Context: an optimization exercise on an open-source flow, tuned for small area, a short achievable clock period and few clock cycles per item. The choices shown serve that exercise and are no tape-out recipe.
Function was checked by simulation only, so behaviour that the tests miss may differ from the original.

===== design/flow/run.sh =====
#!/bin/bash
# synth_recipe.tcl (not shown) runs the flow's synth.tcl, then flattens the netlist and writes it again
# the make line also repeats each setting of config.mk as NAME=value (left out here)
make -C /OpenROAD-flow-scripts/flow DESIGN_CONFIG=/design/flow/config.mk WORK_HOME=/design/flow/orfs CLKGATE_MAP_FILE= SYNTH_SCRIPT=/design/flow/synth_recipe.tcl finish

===== design/flow/constraint.sdc =====
create_clock -name core_clock -period 10.5 [get_ports {clk}]
set_input_delay 2.1000 -clock core_clock [delete_from_list [all_inputs] [get_ports {clk}]]
set_output_delay 2.1000 -clock core_clock [all_outputs]
set_load 0.01 [all_outputs]

===== design/flow/design.v =====
`default_nettype none
package rar_pkg;
    localparam logic [1:0] KIND_ADD = 2'd0;
    localparam logic [1:0] KIND_SUB = 2'd1;
    localparam logic [1:0] KIND_MUL = 2'd2;
    localparam logic [1:0] KIND_DIV = 2'd3;
    localparam logic [1:0] C_IDLE = 2'd0;
    localparam logic [1:0] C_ABS  = 2'd1;
    localparam logic [1:0] C_GCD  = 2'd2;
endpackage
`default_nettype wire
`default_nettype none
module rational_arith_reduce (
    input  wire logic               clk,
    input  wire logic               rst_n,
    input  wire logic               in_valid,
    output logic                    in_stall,
    input  wire logic [1:0]         kind,
    input  wire logic signed [31:0] a_num,
    input  wire logic [30:0]        a_den,
    input  wire logic signed [31:0] b_num,
    input  wire logic [30:0]        b_den,
    output logic                    out_valid,
    input  wire logic               out_stall,
    output logic signed [31:0]      res_num,
    output logic [30:0]             res_den,
    output logic                    div_zero,
    output logic                    overflow
);
    logic [4:0]  m_cnt;         
    logic        m_full;        
    logic [33:0] n_hi;          
    logic [31:0] n_lo;          
    logic [31:0] d_hi;          
    logic [31:0] d_lo;          
    logic        m_dsgn;        
    logic        m_step, m_last, m_take_n, m_take_d;
    logic        is_add, is_sub, is_mul, is_div;
    logic [31:0] bn_u, bd_x, ad_x;
    logic        y1, y2, y3;
    logic        n1, n2, n3;
    logic [34:0] x1, x2, x3;
    logic [34:0] t1, t2;
    logic [32:0] t3;
    logic [34:0] nh_in;
    logic [34:0] csa_s, csa_c;
    logic [35:0] n_sum;
    logic [32:0] d_sum;
    logic [31:0] dh_in;
    assign is_add = (kind == rar_pkg::KIND_ADD);
    assign is_sub = (kind == rar_pkg::KIND_SUB);
    assign is_mul = (kind == rar_pkg::KIND_MUL);
    assign is_div = (kind == rar_pkg::KIND_DIV);
    assign m_step   = in_valid && !m_full;
    assign m_last   = (m_cnt == 5'd31);
    assign in_stall = !(m_last && !m_full);
    assign bn_u = b_num;
    assign bd_x = {1'b0, b_den};
    assign ad_x = {1'b0, a_den};
    assign y1 = is_mul ? bn_u[m_cnt] : bd_x[m_cnt];
    assign y2 = (is_add || is_sub) ? ad_x[m_cnt] : 1'b0;
    assign y3 = is_div ? ad_x[m_cnt] : bd_x[m_cnt];
    assign n1 = y1 && is_mul && m_last;
    assign n2 = y2 && is_sub;
    assign x1 = {{3{a_num[31]}}, a_num};
    assign x2 = {{3{b_num[31]}}, b_num};
    assign t1 = y1 ? (x1 ^ {35{n1}}) : 35'd0;
    assign t2 = y2 ? (x2 ^ {35{n2}}) : 35'd0;
    assign nh_in = (m_cnt == 5'd0) ? 35'd0 : {n_hi[33], n_hi};
    assign csa_s = nh_in ^ t1 ^ t2;
    assign csa_c = {(nh_in[33:0] & t1[33:0]) | (nh_in[33:0] & t2[33:0]) | (t1[33:0] & t2[33:0]), n1};
    assign n_sum = {csa_s, 1'b1} + {csa_c, n2};
    assign n3 = is_div && b_num[31];
    assign x3 = is_div ? x2 : {4'd0, a_den};
    assign t3 = y3 ? (x3[32:0] ^ {33{n3}}) : 33'd0;
    assign dh_in = (m_cnt == 5'd0) ? 32'd0 : d_hi;
    assign d_sum = {1'b0, dh_in} + t3 + {32'd0, y3 && n3};
    always_ff @(posedge clk or negedge rst_n)
    begin
        if (!rst_n)
        begin
            m_cnt  <= 5'd0;
            m_full <= 1'b0;
        end
        else
        begin
            if (m_step)
                m_cnt <= m_cnt + 5'd1;
            if (m_step && m_last)
                m_full <= 1'b1;
            else if (m_take_d)
                m_full <= 1'b0;
        end
    end
    always_ff @(posedge clk)
    begin
        if (m_step)
        begin
            n_hi <= n_sum[35:2];
            n_lo <= {n_sum[1], n_lo[31:1]};
            d_hi <= d_sum[32:1];
            d_lo <= {d_sum[0], d_lo[31:1]};
            if (m_last)
                m_dsgn <= n3;
        end
    end
    logic [1:0]  c_state;
    logic [63:0] u, v;
    logic signed [31:0] ca, cb;
    logic [30:0] cc, ce;
    logic        ca_o, cb_o, cc_o, ce_o;
    logic        nsgn, dz;
    logic        vz, uz, done, take, load;
    logic        in_abs, in_gcd;
    logic        u0, v0, bo, be, mask;
    logic [64:0] sub_u, sub_v;
    logic        ugt;
    logic        u_upd, v_upd, sh2_u, sh2_v;
    logic [63:0] u_sh, v_sh;
    logic        npath, dzero, sigma;
    logic [63:0] d_val;
    assign vz     = (v == 64'd0);
    assign uz     = (u == 64'd0);
    assign in_abs = (c_state == rar_pkg::C_ABS);
    assign in_gcd = (c_state == rar_pkg::C_GCD);
    assign done   = in_gcd && vz;
    assign take   = done && !out_stall;
    assign load   = m_full && ((c_state == rar_pkg::C_IDLE) || take);
    assign m_take_n = load;
    assign m_take_d = in_abs;
    assign u0   = u[0];
    assign v0   = v[0];
    assign bo   = u0 && v0;
    assign be   = !u0 && !v0;
    assign mask = bo || in_abs;
    assign sub_u = {1'b0, u} - {1'b0, (mask ? v : 64'd0)};
    assign sub_v = {1'b0, v} - {1'b0, (mask ? u : 64'd0)};
    assign ugt   = sub_v[64];
    assign u_upd = !u0 || (bo && ugt);
    assign v_upd = !v0 || (bo && !ugt);
    assign sh2_u = !in_abs && !sub_u[1] && !(be && v[1]);
    assign sh2_v = !in_abs && !sub_v[1] && !(be && u[1]);
    assign u_sh  = sh2_u ? {2'b00, sub_u[63:2]} : {1'b0, sub_u[63:1]};
    assign v_sh  = sh2_v ? {2'b00, sub_v[63:2]} : {1'b0, sub_v[63:1]};
    assign dzero = (d_hi == 32'd0) && (d_lo == 32'd0);
    assign d_val = {2'b00, d_hi[29:0], d_lo[31:1], d_lo[0] | dzero};
    assign npath = nsgn || uz;
    assign sigma = nsgn ^ (m_dsgn && !dzero);
    logic signed [31:0] ab_sum;
    logic [31:0] ce_sum;
    logic        ab_ovf, ce_ovf;
    logic [31:0] a_sh, b_sh;
    logic [30:0] c_sh, e_sh;
    logic        a_sho, b_sho, c_sho, e_sho;
    logic        a_shift, b_shift, a_add, b_add;
    assign ab_sum = ca + cb;
    assign ab_ovf = (ca[31] == cb[31]) && (ab_sum[31] != ca[31]);
    assign ce_sum = {1'b0, cc} + {1'b0, ce};
    assign ce_ovf = ce_sum[31];
    assign a_sh  = sh2_u ? {ca[29:0], 2'b00} : {ca[30:0], 1'b0};
    assign a_sho = sh2_u ? !((ca[31] == ca[30]) && (ca[30] == ca[29])) : (ca[31] != ca[30]);
    assign c_sh  = sh2_u ? {cc[28:0], 2'b00} : {cc[29:0], 1'b0};
    assign c_sho = sh2_u ? (cc[30] || cc[29]) : cc[30];
    assign b_sh  = sh2_v ? {cb[29:0], 2'b00} : {cb[30:0], 1'b0};
    assign b_sho = sh2_v ? !((cb[31] == cb[30]) && (cb[30] == cb[29])) : (cb[31] != cb[30]);
    assign e_sh  = sh2_v ? {ce[28:0], 2'b00} : {ce[29:0], 1'b0};
    assign e_sho = sh2_v ? (ce[30] || ce[29]) : ce[30];
    assign a_shift = u_upd && !be;
    assign b_shift = v_upd && !be;
    assign a_add   = bo && !ugt;
    assign b_add   = bo && ugt;
    always_ff @(posedge clk or negedge rst_n)
    begin
        if (!rst_n)
            c_state <= rar_pkg::C_IDLE;
        else if (load)
            c_state <= rar_pkg::C_ABS;
        else if (in_abs)
            c_state <= rar_pkg::C_GCD;
        else if (take)
            c_state <= rar_pkg::C_IDLE;
    end
    always_ff @(posedge clk)
    begin
        if (load)
        begin
            u    <= {n_hi[30:0], n_lo, 1'b0};
            v    <= 64'd0;
            nsgn <= n_hi[33];
        end
        else if (in_abs)
        begin
            dz <= dzero;
            if (npath)
            begin
                u  <= d_val;
                v  <= {1'b0, sub_v[63:1]};
                ca <= 32'd0;
                cb <= sigma ? -32'sd1 : 32'sd1;
                cc <= (dzero && !uz) ? 31'd0 : 31'd1;
                ce <= 31'd0;
            end
            else
            begin
                u  <= {1'b0, sub_u[63:1]};
                v  <= d_val;
                ca <= sigma ? -32'sd1 : 32'sd1;
                cb <= 32'd0;
                cc <= 31'd0;
                ce <= dzero ? 31'd0 : 31'd1;
            end
            ca_o <= 1'b0;
            cb_o <= 1'b0;
            cc_o <= 1'b0;
            ce_o <= 1'b0;
        end
        else if (in_gcd && !vz)
        begin
            if (u_upd)
                u <= u_sh;
            if (v_upd)
                v <= v_sh;
            if (a_shift)
            begin
                ca   <= a_sh;
                ca_o <= ca_o || a_sho;
                cc   <= c_sh;
                cc_o <= cc_o || c_sho;
            end
            else if (a_add)
            begin
                ca   <= ab_sum;
                ca_o <= ca_o || cb_o || ab_ovf;
                cc   <= ce_sum[30:0];
                cc_o <= cc_o || ce_o || ce_ovf;
            end
            if (b_shift)
            begin
                cb   <= b_sh;
                cb_o <= cb_o || b_sho;
                ce   <= e_sh;
                ce_o <= ce_o || e_sho;
            end
            else if (b_add)
            begin
                cb   <= ab_sum;
                cb_o <= ca_o || cb_o || ab_ovf;
                ce   <= ce_sum[30:0];
                ce_o <= cc_o || ce_o || ce_ovf;
            end
        end
    end
    assign out_valid = done;
    assign res_num   = ca;
    assign res_den   = cc;
    assign div_zero  = dz;
    assign overflow  = ca_o || cc_o;
endmodule
`default_nettype wire

===== design/flow/config.mk =====
export PLATFORM = sky130hd
export DESIGN_NAME = rational_arith_reduce
export DESIGN_NICKNAME = rational_arith_reduce
export VERILOG_FILES = /design/flow/design.v
export SDC_FILE = /design/flow/constraint.sdc
export NUM_CORES = 4
export LEC_CHECK = 0
export CAP_MARGIN = 20
export CORE_MARGIN = 2
export CORE_UTILIZATION = 40
export SLEW_MARGIN = 20

==> impl_metrics.json <==
{
  "outcome": "finished clean",
  "dpl_worst_slack_ns": 1.96,
  "vias": 33238,
  "grt-ovfl-total": 0,
  "grt_pass1_vias": 31853,
  "worstMarginPinSlew_ns": 1.01,
  "hold_class": "flop to flop",
  "clk_path_buf_depth": 3,
  "path_class": "primary input to flop",
  "ios": 199,
  "arrival_ns": 8.36,
  "path_max_fanout": 27,
  "post_cts_buffers": 0,
  "report.final.slew_viol_count": 0,
  "cts_buffers": 51,
  "crit_top_cell": "a21oi_1",
  "wire_per_inst_um": 22.2,
  "netlist_instances": 4271,
  "antenna_found_initial": 6,
  "final_nets": 4723,
  "drive_gt1_share_pct": 5.21,
  "cts_tree": "built",
  "crit_path_top_delay_cell": "or2_1",
  "path_cells": "clkdlybuf4s50_1 > mux4_2 > mux2_2 > nand3b_1 > and4_1 > or2_1 > inv_1 > nand2_1 > fa_1 > inv_1 > ha_1 > nor2b_1 > o21a_1 > o32ai_1 > o21ai_1 > nand4_1 > a21oi_1 > a31o_2 > a21oi_1 > o2111ai_1 > a21oi_1 > xnor2_1",
  "antenna_left": 0,
  "hpwl_um": 90700,
  "ys_seq_area_share_pct": 31.4,
  "syn-num-nets": 4697,
  "setup_viol": 0,
  "rsz0062_at_grt": "no",
  "period_share_pct": 76.1,
  "port_buffers": 198,
  "syn2layout_area_growth_pct": 12.4,
  "cp-startpoint": "a_den[14]",
  "critical_path.max_stage_delay_ns": 0.79,
  "drt_iter0_drc": 3115,
  "most-common-layout-cells": "615 x nand2_1, 396 x nor2_1, 391 x a21oi_1",
  "grt_max_degree": 77,
  "routed_wl_um": 122000,
  "dr.pass1.iters": 7,
  "path_clk_slew_ns": 0.06,
  "totalNegativeSetupSlack_ns": 0,
  "gr-usage-all-layers_pct": 26.1,
  "globalplace.congestion": 0.957,
  "worstReg2RegStart": "m_cnt[1]",
  "syn_area_um2": 35800,
  "synth_cell_types": 98,
  "worst_slack_ns": 2.51,
  "grt_pass1_wl_um": 190000,
  "synth_area_leaders": "edfxtp_1 27%, ha_1 8.8%, nand2_1 6.5%",
  "synth_edf_count": 326,
  "yosysTopAreaCellShare_pct": 27.3,
  "worst_slew_margin_rel_pct": 31.9,
  "mostFrequentLayoutCell": "nand2_1",
  "drv_cap": 0,
  "required_ns": 10.88,
  "endpoint_kind": "flop",
  "synthArstFlopShare_pct": 2.01,
  "die_x_um": 303,
  "fin_skew_ns": 0.0395,
  "start_kind": "primary input",
  "root_buffer": "clkbuf_16",
  "rr_worst_depth": 22,
  "vias_per_cell": 6.03,
  "r2r_slack_ns": 3.59,
  "avgSynthCellArea_um2": 8.39,
  "fp-row-count": 109,
  "coreArea_um2": 88600,
  "fin_crit_ns": 7.99,
  "die_area_um2": 92000,
  "min_from": "n_lo[6]",
  "drc": 0,
  "finalHoldViolCount": 0,
  "yosys.area.top_type": "edfxtp_1",
  "htreeDepth": 2,
  "initial_core_util_pct": 40.4,
  "ctsResizeCount": 0,
  "postCtsHoldBufs": 0,
  "insertion_delay_ns": 0.63,
  "hold_path_end": "n_lo[5]",
  "numClockSinks": 398,
  "synth_ff_type": "edfxtp_1",
  "die_y_um": 303,
  "hold_depth": 0,
  "yosysWarnings": 1,
  "fmax_ghz": 0.125,
  "worstReg2RegEnd": "n_hi[32]",
  "synth_seq_cells": 398
}
==> cell usage after synthesis, types with 9 or more instances <==
cell / number
inv_1: 106
mux4_2: 22
fa_1: 41
or3_1: 10
a221oi_1: 59
nand4_1: 68
nand3_1: 87
nor3_1: 48
nand2_1: 621
o21bai_1: 43
and4_1: 9
xnor2_1: 194
mux2_2: 11
or2_2: 16
a22o_1: 13
nor2b_1: 30
and3_1: 22
o31ai_1: 15
nand2b_1: 25
o22ai_1: 11
o21a_1: 44
o211ai_1: 24
nor4_1: 56
a31oi_1: 52
a211oi_1: 55
edfxtp_1: 326
o21ai_1: 82
a21oi_1: 391
o221ai_1: 13
mux2i_1: 47
a21o_1: 127
ha_1: 253
and2_1: 63
buf_1: 17
a2111oi_0: 11
xor2_1: 108
buf_2: 24
a211o_1: 11
nor2_1: 401
clkbuf_1: 224
o21ai_0: 183
dfxtp_1: 64
a311oi_1: 60
a22oi_1: 35
==> sequential cells by signal, indices dropped and copies added, names as in the netlist, 5 cells and up <==
signal  flops
cb         32
d_hi       32
ca         32
n_lo       32
n_hi       34
cc         31
m_cnt       5
u          64
d_lo       32
ce         31
v          63
==> critical path, delay by kind of cell <==
family	cells	cell delay (ns)
buffers and inverters	3	0.87
adders and majority gates	2	0.66
muxes	2	0.75
and+or+nand+nor	6	1.87
AOI/OAI and AO/OA	8	2.00
xor gates and xnor gates	1	0.08
==> cell type report <==
cell class	instances	area (um^2)
antenna	5	12.5
clock buffer	74	1450
clock inverter	20	150
fill	8847	48400
inverter	106	400
multi-input combinational	3501	23300
sequential	398	11300
tap	1165	1460
timing repair buffer	239	2280
==> metal layers <==
metal,part of all wire [%],global-route usage (%),wire [um],vias to the layer above
met5,0,0,0,-
met2,46,42.6,55900,1174
li1,-,-,-,15859
met3,6.7,3.31,8130,191
met4,2.9,7.48,3560,0
met1,45,36.1,54500,16014
==> cell families after synthesis <==
family | synth area share, %
AND/OR/NAND/NOR | 18.6
AO/OA/AOI/OAI | 24.5
flip-flops | 31.4
buffers and inverters | 3.99
XOR/XNOR | 7.38
multiplexers | 3.04
adder cells (fa/ha/maj) | 11.1
==> worst max path at each step <==
stage	endpoint	cells after the start
floorplan	m_cnt[4]	3
CTS	n_hi[32]	22
global route	n_hi[30]	23
finish	n_hi[32]	22
detailed placement	n_hi[32]	22
global placement	n_hi[30]	23
==> stage by stage <==
step / util (%) / instance area [um^2] / std cells / hold WS [ns]
2_1_floorplan: - / 35800 / 4271 / 0.417
3_3_place_gp: 43.6 / 38700 / 5409 / 0.434
3_5_place_dp: 43.6 / 38700 / 5409 / 0.435
4_1_cts: 45.4 / 40300 / 5503 / 0.434
5_1_grt: 45.5 / 40300 / 5508 / 0.437
6_report: 45.5 / 40300 / 5508 / 0.428
Testbench counts, summed over its fixed seeds: cycles 71,679, items 1,920.

-- afterwards: timing with drivers on the ports --
Ports are ideal in the flow. The routed layout listed here was re-timed in OpenROAD. Step 1, drivers: a clkbuf_16 drives clk and a buf_2 each remaining input, both assumed. Step 2 times the ports against the registers' clock, not the clock port: input delays grow and output delays shrink by t, the midpoint of the rising clock arrivals with the driver on. a / b / c = ideal ports / drivers / drivers and shift; a / b = the first two.
shift t [ns]: 0.681
setup slack, ns: 2.515 / 2.557 / 1.876
worst setup path after step 2: input to register
After both steps this run still meets setup and hold. For this run, drivers alone change the setup slack by +0.042 ns; drivers and shift together by -0.639 ns.
